This design comes from an exercise in tuning for small area, a short achievable clock period and few clock cycles per item on the open sky130 flow, not from production work. The RTL was checked by simulation tests, not by an equivalence proof against the original design.

==> run a: inputs <==
==> flow/design.v <==
package blist_pkg;
    localparam logic [2:0] CMD_INS_FRONT = 3'd0;
    localparam logic [2:0] CMD_INS_BACK  = 3'd1;
    localparam logic [2:0] CMD_INS_AT    = 3'd2;
    localparam logic [2:0] CMD_RM_FRONT  = 3'd3;
    localparam logic [2:0] CMD_RM_BACK   = 3'd4;
    localparam logic [1:0] ST_OK    = 2'd0;
    localparam logic [1:0] ST_RANGE = 2'd1;
    localparam logic [1:0] ST_EMPTY = 2'd2;
    localparam logic [1:0] ST_FULL  = 2'd3;
endpackage
module blist_ctrl
(
    input  logic clk,
    input  logic rst_n,
    input  logic in_valid,
    output logic in_ready,
    output logic out_valid,
    input  logic out_ready,
    output logic go         
);
    logic out_valid_reg;
    assign in_ready  = !out_valid_reg || out_ready;
    assign go        = in_valid && in_ready;
    assign out_valid = out_valid_reg;
    always_ff @(posedge clk or negedge rst_n)
    begin
        if (!rst_n)
            out_valid_reg <= 1'b0;
        else if (in_ready)
            out_valid_reg <= in_valid;
    end
endmodule
import blist_pkg::*;
module blist_dp
(
    input  logic               clk,
    input  logic               rst_n,
    input  logic               go,
    input  logic [2:0]         command,
    input  logic signed [31:0] value,
    input  logic [4:0]         position,
    output logic [1:0]         status,
    output logic [4:0]         size,
    output logic               is_empty,
    output logic signed [31:0] front_value,
    output logic signed [31:0] back_value
);
    logic [31:0] ent [16];
    logic [31:0] back_reg;
    logic [16:0] cnt_oh;       
    logic [4:0]  size_reg;
    logic        empty_reg;
    logic [1:0]  status_reg;
    logic is_if, is_ib, is_ia, is_rf, is_rb, is_ins, is_rm;
    logic full, empty;
    logic range_bad, ins_ok, rm_ok, new_empty, pos_at_cnt;
    logic [15:0] pos_eq;       
    logic [15:0] pos_lt;       
    logic [16:0] pos_gt;       
    assign is_if  = (command == CMD_INS_FRONT);
    assign is_ib  = (command == CMD_INS_BACK);
    assign is_ia  = (command == CMD_INS_AT);
    assign is_rf  = (command == CMD_RM_FRONT);
    assign is_rb  = (command == CMD_RM_BACK);
    assign is_ins = is_if || is_ib || is_ia;
    assign is_rm  = is_rf || is_rb;
    assign empty = cnt_oh[0];
    assign full  = cnt_oh[16];
    always_comb
    begin
        for (int i = 0; i < 16; i++)
        begin
            pos_eq[i] = (position == 5'(i));
            pos_lt[i] = (position < 5'(i));
        end
        for (int i = 0; i < 17; i++)
            pos_gt[i] = (position > 5'(i));
    end
    assign range_bad  = is_ia && |(pos_gt & cnt_oh);
    assign pos_at_cnt = |(pos_eq & cnt_oh[15:0]);
    assign ins_ok     = is_ins && !range_bad && !full;
    assign rm_ok      = is_rm && !empty;
    assign new_empty = (empty && !(is_if || is_ib || (is_ia && pos_eq[0])))
                    || (cnt_oh[1] && is_rm);
    logic        cnt_up, cnt_dn, cnt_hold;
    logic [16:0] cnt_next;
    assign cnt_up   = go && ins_ok;
    assign cnt_dn   = go && rm_ok;
    assign cnt_hold = !(cnt_up || cnt_dn);
    assign cnt_next = ({17{cnt_up}} & {cnt_oh[15:0], 1'b0})
                    | ({17{cnt_dn}} & {1'b0, cnt_oh[16:1]})
                    | ({17{cnt_hold}} & cnt_oh);
    always_ff @(posedge clk or negedge rst_n)
    begin
        if (!rst_n)
            cnt_oh <= 17'd1;
        else
            cnt_oh <= cnt_next;
    end
    logic [4:0] sz_same, sz_up, sz_dn;
    always_comb
    begin
        sz_same = '0;
        sz_up   = '0;
        sz_dn   = '0;
        for (int i = 0; i < 17; i++)
        begin
            sz_same = sz_same | ({5{cnt_oh[i]}} & 5'(i));
            if (i < 16)
                sz_up = sz_up | ({5{cnt_oh[i]}} & 5'(i + 1));
            if (i > 0)
                sz_dn = sz_dn | ({5{cnt_oh[i]}} & 5'(i - 1));
        end
    end
    always_ff @(posedge clk)
    begin
        if (go)
        begin
            size_reg   <= ({5{cnt_up}} & sz_up) | ({5{cnt_dn}} & sz_dn)
                        | ({5{cnt_hold}} & sz_same);
            empty_reg  <= new_empty;
            status_reg <= range_bad ? ST_RANGE
                        : (is_ins && full) ? ST_FULL
                        : (is_rm && empty) ? ST_EMPTY : ST_OK;
        end
    end
    logic [15:0] sel_r, sel_l, sel_v, sel_h;
    always_comb
    begin
        for (int i = 0; i < 16; i++)
        begin
            sel_r[i] = go && (i > 0) && !full && (is_if || (is_ia && pos_lt[i]));
            sel_v[i] = go && !full && ((is_if && (i == 0)) || (is_ib && cnt_oh[i])
                                       || (is_ia && pos_eq[i]));
            sel_l[i] = go && (i < 15) && is_rf && !((i == 0) && new_empty);
            sel_h[i] = !(sel_r[i] || sel_v[i] || sel_l[i] || ((i == 0) && go && new_empty));
        end
    end
    always_ff @(posedge clk)
    begin
        for (int i = 0; i < 16; i++)
            ent[i] <= ({32{sel_r[i]}} & ent[(i + 15) % 16])
                    | ({32{sel_l[i]}} & ent[(i + 1) % 16])
                    | ({32{sel_v[i]}} & value)
                    | ({32{sel_h[i]}} & ent[i]);
    end
    logic [31:0] second_last;
    logic        bk_v, bk_m, bk_h;
    always_comb
    begin
        second_last = '0;
        for (int i = 0; i < 15; i++)
            second_last = second_last | ({32{cnt_oh[i + 2]}} & ent[i]);
    end
    assign bk_v = go && !full && (is_ib || (is_if && empty) || (is_ia && pos_at_cnt));
    assign bk_m = go && is_rb && !empty && !cnt_oh[1];
    assign bk_h = !(bk_v || bk_m || (go && new_empty));
    always_ff @(posedge clk)
        back_reg <= ({32{bk_v}} & value)
                  | ({32{bk_m}} & second_last)
                  | ({32{bk_h}} & back_reg);
    assign status      = status_reg;
    assign size        = size_reg;
    assign is_empty    = empty_reg;
    assign front_value = ent[0];
    assign back_value  = back_reg;
endmodule
module bounded_ordered_list
(
    input  logic               clk,
    input  logic               rst_n,
    input  logic               in_valid,
    output logic               in_ready,
    input  logic [2:0]         command,
    input  logic signed [31:0] value,
    input  logic [4:0]         position,
    output logic               out_valid,
    input  logic               out_ready,
    output logic [1:0]         status,
    output logic [4:0]         size,
    output logic               is_empty,
    output logic signed [31:0] front_value,
    output logic signed [31:0] back_value
);
    logic go;
    blist_ctrl u_ctrl (
        .clk       (clk),
        .rst_n     (rst_n),
        .in_valid  (in_valid),
        .in_ready  (in_ready),
        .out_valid (out_valid),
        .out_ready (out_ready),
        .go        (go)
    );
    blist_dp u_dp (
        .clk         (clk),
        .rst_n       (rst_n),
        .go          (go),
        .command     (command),
        .value       (value),
        .position    (position),
        .status      (status),
        .size        (size),
        .is_empty    (is_empty),
        .front_value (front_value),
        .back_value  (back_value)
    );
endmodule
==> flow/flow/run.sh <==
#!/bin/bash
# Layout flow: the standard layout (standard.sh), with every input and
# output port buffered by sky130_fd_sc_hd__buf_4 instead of the buffer cell
# that buffer_ports picks on its own. Everything else is the standard flow.
set -euo pipefail
export BUFFER_PORTS_ARGS="-buffer_cell sky130_fd_sc_hd__buf_4"
bash standard.sh > standard_flow.log 2>&1
==> flow/standard.sh <==
#!/bin/bash
# synth_recipe.tcl (not shown) runs the flow's synth.tcl, then flattens the netlist and writes it again
# the make line also repeats each setting of config.mk as NAME=value (left out here)
make -C /OpenROAD-flow-scripts/flow DESIGN_CONFIG=/design/flow/config.mk WORK_HOME=/design/flow/orfs CLKGATE_MAP_FILE= SYNTH_SCRIPT=/design/flow/synth_recipe.tcl "${@:-finish}"
==> flow/config.mk <==
export PLATFORM = sky130hd
export DESIGN_NAME = bounded_ordered_list
export DESIGN_NICKNAME = bounded_ordered_list
export VERILOG_FILES = /design/flow/design.v
export SDC_FILE = /design/flow/constraint.sdc
export NUM_CORES = 4
export LEC_CHECK = 0
export CAP_MARGIN = 20
export CELL_PAD_IN_SITES_DETAIL_PLACEMENT = 1
export CELL_PAD_IN_SITES_GLOBAL_PLACEMENT = 1
export CORE_MARGIN = 2
export CORE_UTILIZATION = 40
export SETUP_SLACK_MARGIN = 2.7
export SLEW_MARGIN = 20
export TNS_END_PERCENT = 10
==> flow/constraint.sdc <==
create_clock -name core_clock -period 5.0 [get_ports {clk}]
set_input_delay 1.0000 -clock core_clock [delete_from_list [all_inputs] [get_ports {clk}]]
set_output_delay 1.0000 -clock core_clock [all_outputs]
set_load 0.01 [all_outputs]
==> run b (differences from run a) <==
--- a/flow/design.v
+++ b/flow/design.v
@@ -48,16 +48,17 @@
 );
     logic [31:0] ent [16];
     logic [31:0] back_reg;
-    logic [16:0] cnt_oh;       
-    logic [4:0]  size_reg;
-    logic        empty_reg;
+    logic [4:0]  count_reg;
+    logic        empty_reg;    
+    logic        one_reg;      
+    logic        full_reg;     
     logic [1:0]  status_reg;
     logic is_if, is_ib, is_ia, is_rf, is_rb, is_ins, is_rm;
-    logic full, empty;
-    logic range_bad, ins_ok, rm_ok, new_empty, pos_at_cnt;
+    logic range_bad, ins_ok, rm_ok, new_empty;
+    logic [4:0] count_next;
+    logic [15:0] cnt_eq;       
     logic [15:0] pos_eq;       
     logic [15:0] pos_lt;       
-    logic [16:0] pos_gt;       
     assign is_if  = (command == CMD_INS_FRONT);
     assign is_ib  = (command == CMD_INS_BACK);
     assign is_ia  = (command == CMD_INS_AT);
@@ -65,74 +66,36 @@
     assign is_rb  = (command == CMD_RM_BACK);
     assign is_ins = is_if || is_ib || is_ia;
     assign is_rm  = is_rf || is_rb;
-    assign empty = cnt_oh[0];
-    assign full  = cnt_oh[16];
     always_comb
     begin
         for (int i = 0; i < 16; i++)
         begin
+            cnt_eq[i] = (count_reg == 5'(i));
             pos_eq[i] = (position == 5'(i));
             pos_lt[i] = (position < 5'(i));
         end
-        for (int i = 0; i < 17; i++)
-            pos_gt[i] = (position > 5'(i));
     end
-    assign range_bad  = is_ia && |(pos_gt & cnt_oh);
-    assign pos_at_cnt = |(pos_eq & cnt_oh[15:0]);
-    assign ins_ok     = is_ins && !range_bad && !full;
-    assign rm_ok      = is_rm && !empty;
-    assign new_empty = (empty && !(is_if || is_ib || (is_ia && pos_eq[0])))
-                    || (cnt_oh[1] && is_rm);
-    logic        cnt_up, cnt_dn, cnt_hold;
-    logic [16:0] cnt_next;
-    assign cnt_up   = go && ins_ok;
-    assign cnt_dn   = go && rm_ok;
-    assign cnt_hold = !(cnt_up || cnt_dn);
-    assign cnt_next = ({17{cnt_up}} & {cnt_oh[15:0], 1'b0})
-                    | ({17{cnt_dn}} & {1'b0, cnt_oh[16:1]})
-                    | ({17{cnt_hold}} & cnt_oh);
-    always_ff @(posedge clk or negedge rst_n)
-    begin
-        if (!rst_n)
-            cnt_oh <= 17'd1;
-        else
-            cnt_oh <= cnt_next;
-    end
-    logic [4:0] sz_same, sz_up, sz_dn;
+    assign range_bad = is_ia && (position > count_reg);
+    assign ins_ok    = is_ins && !range_bad && !full_reg;
+    assign rm_ok     = is_rm && !empty_reg;
     always_comb
     begin
-        sz_same = '0;
-        sz_up   = '0;
-        sz_dn   = '0;
-        for (int i = 0; i < 17; i++)
-        begin
-            sz_same = sz_same | ({5{cnt_oh[i]}} & 5'(i));
-            if (i < 16)
-                sz_up = sz_up | ({5{cnt_oh[i]}} & 5'(i + 1));
-            if (i > 0)
-                sz_dn = sz_dn | ({5{cnt_oh[i]}} & 5'(i - 1));
-        end
+        count_next = count_reg;
+        if (ins_ok)
+            count_next = count_reg + 5'd1;
+        else if (rm_ok)
+            count_next = count_reg - 5'd1;
     end
-    always_ff @(posedge clk)
-    begin
-        if (go)
-        begin
-            size_reg   <= ({5{cnt_up}} & sz_up) | ({5{cnt_dn}} & sz_dn)
-                        | ({5{cnt_hold}} & sz_same);
-            empty_reg  <= new_empty;
-            status_reg <= range_bad ? ST_RANGE
-                        : (is_ins && full) ? ST_FULL
-                        : (is_rm && empty) ? ST_EMPTY : ST_OK;
-        end
-    end
+    assign new_empty = (empty_reg && !(is_if || is_ib || (is_ia && pos_eq[0])))
+                    || (one_reg && is_rm);
     logic [15:0] sel_r, sel_l, sel_v, sel_h;
     always_comb
     begin
         for (int i = 0; i < 16; i++)
         begin
-            sel_r[i] = go && (i > 0) && !full && (is_if || (is_ia && pos_lt[i]));
-            sel_v[i] = go && !full && ((is_if && (i == 0)) || (is_ib && cnt_oh[i])
-                                       || (is_ia && pos_eq[i]));
+            sel_r[i] = go && (i > 0) && !full_reg && (is_if || (is_ia && pos_lt[i]));
+            sel_v[i] = go && !full_reg && ((is_if && (i == 0)) || (is_ib && cnt_eq[i])
+                                           || (is_ia && pos_eq[i]));
             sel_l[i] = go && (i < 15) && is_rf && !((i == 0) && new_empty);
             sel_h[i] = !(sel_r[i] || sel_v[i] || sel_l[i] || ((i == 0) && go && new_empty));
         end
@@ -150,18 +113,43 @@
     always_comb
     begin
         second_last = '0;
-        for (int i = 0; i < 15; i++)
-            second_last = second_last | ({32{cnt_oh[i + 2]}} & ent[i]);
+        for (int i = 0; i < 14; i++)
+            second_last = second_last | ({32{cnt_eq[i + 2]}} & ent[i]);
+        second_last = second_last | ({32{full_reg}} & ent[14]);
     end
-    assign bk_v = go && !full && (is_ib || (is_if && empty) || (is_ia && pos_at_cnt));
-    assign bk_m = go && is_rb && !empty && !cnt_oh[1];
+    assign bk_v = go && !full_reg && (is_ib || (is_if && empty_reg)
+                                      || (is_ia && (position == count_reg)));
+    assign bk_m = go && is_rb && !empty_reg && !one_reg;
     assign bk_h = !(bk_v || bk_m || (go && new_empty));
     always_ff @(posedge clk)
+    begin
         back_reg <= ({32{bk_v}} & value)
                   | ({32{bk_m}} & second_last)
                   | ({32{bk_h}} & back_reg);
+        if (go)
+            status_reg <= range_bad ? ST_RANGE
+                        : (is_ins && full_reg) ? ST_FULL
+                        : (is_rm && empty_reg) ? ST_EMPTY : ST_OK;
+    end
+    always_ff @(posedge clk or negedge rst_n)
+    begin
+        if (!rst_n)
+        begin
+            count_reg <= '0;
+            empty_reg <= 1'b1;
+            one_reg   <= 1'b0;
+            full_reg  <= 1'b0;
+        end
+        else if (go)
+        begin
+            count_reg <= count_next;
+            empty_reg <= new_empty;
+            one_reg   <= (count_next == 5'd1);
+            full_reg  <= (count_next == 5'd16);
+        end
+    end
     assign status      = status_reg;
-    assign size        = size_reg;
+    assign size        = count_reg;
     assign is_empty    = empty_reg;
     assign front_value = ent[0];
     assign back_value  = back_reg;
==> flow/run.sh (new file) <==
#!/bin/bash
# synth_recipe.tcl (not shown) runs the flow's synth.tcl, then flattens the netlist and writes it again
# the make line also repeats each setting of config.mk as NAME=value (left out here)
make -C /OpenROAD-flow-scripts/flow DESIGN_CONFIG=/design/flow/config.mk WORK_HOME=/design/flow/orfs CLKGATE_MAP_FILE= SYNTH_SCRIPT=/design/flow/synth_recipe.tcl finish
SETUP_SLACK_MARGIN = 3.0   (was 2.7)
TNS_END_PERCENT = 100   (was 10)
removed: flow/flow/run.sh
removed: flow/standard.sh
==> notes <==
- Run a went through all stages and came out clean. Run b never finished: it broke off in 5_1_grt (GRT-0232).
- Against run b, the synthesized cell count of run a is higher by 4.6%.
- In run b the synthesized area is lower than in run a, by about 2%.
==> figures <==
	run b	run a
Status	did not finish	timing/DRC/antenna clean
Last stage reached	5_1_grt	-
Post-synthesis cell count	2974	3110
Initial Utilization	40.5%	40.5%
Mean Syn Cell Area	8.78 µm²	8.58 µm²
Adder-Cell Fraction of Synth Area	0.527%	0%
Yosys reg bits	555	570
Num Clock Sinks	555	570
Area fraction of the dominant cell type after synthesis	41.7%	40.8%
Number of H-tree levels	2	3
Placed insts	3732	3820
Fraction of registers with async set or reset after synthesis	1.62%	3.16%
Placer congestion estimate	0.870	0.837
Floorplan row count	93	94
Net Count, Synth	3029	3154
Post-Synth XOR/XNOR Area	0.134%	0%
Sequential area share after synthesis	42.8%	43.4%
Testbench counts of run a, summed over its fixed seeds: cycles 16,008, items 16,000.
Testbench counts of run b, summed over its fixed seeds: cycles 16,008, items 16,000.

[afterwards: timing with drivers on the ports]
Ports are ideal in the flow. The routed layout listed here was re-timed in OpenROAD. Step 1: set_driving_cell puts a clkbuf_16 on clk and a buf_2 on each other input, an assumption about the parent block. Step 2, shift: input delay + t, output delay - t, t = (earliest + latest rising clock arrival at the registers) / 2. This alone moves slack from input paths to output paths. a / b / c = ideal / step 1 / step 2; a / b = the first two.
run: run a
shift t [ns]: 0.701
slack for setup (ns): 2.404 / 2.404 / 1.724
worst slew at a driven data input, ns: 0.15
After both steps setup and hold are still met in run a. For run a, drivers alone change the setup slack by 0.000 ns; drivers and shift together by -0.680 ns.
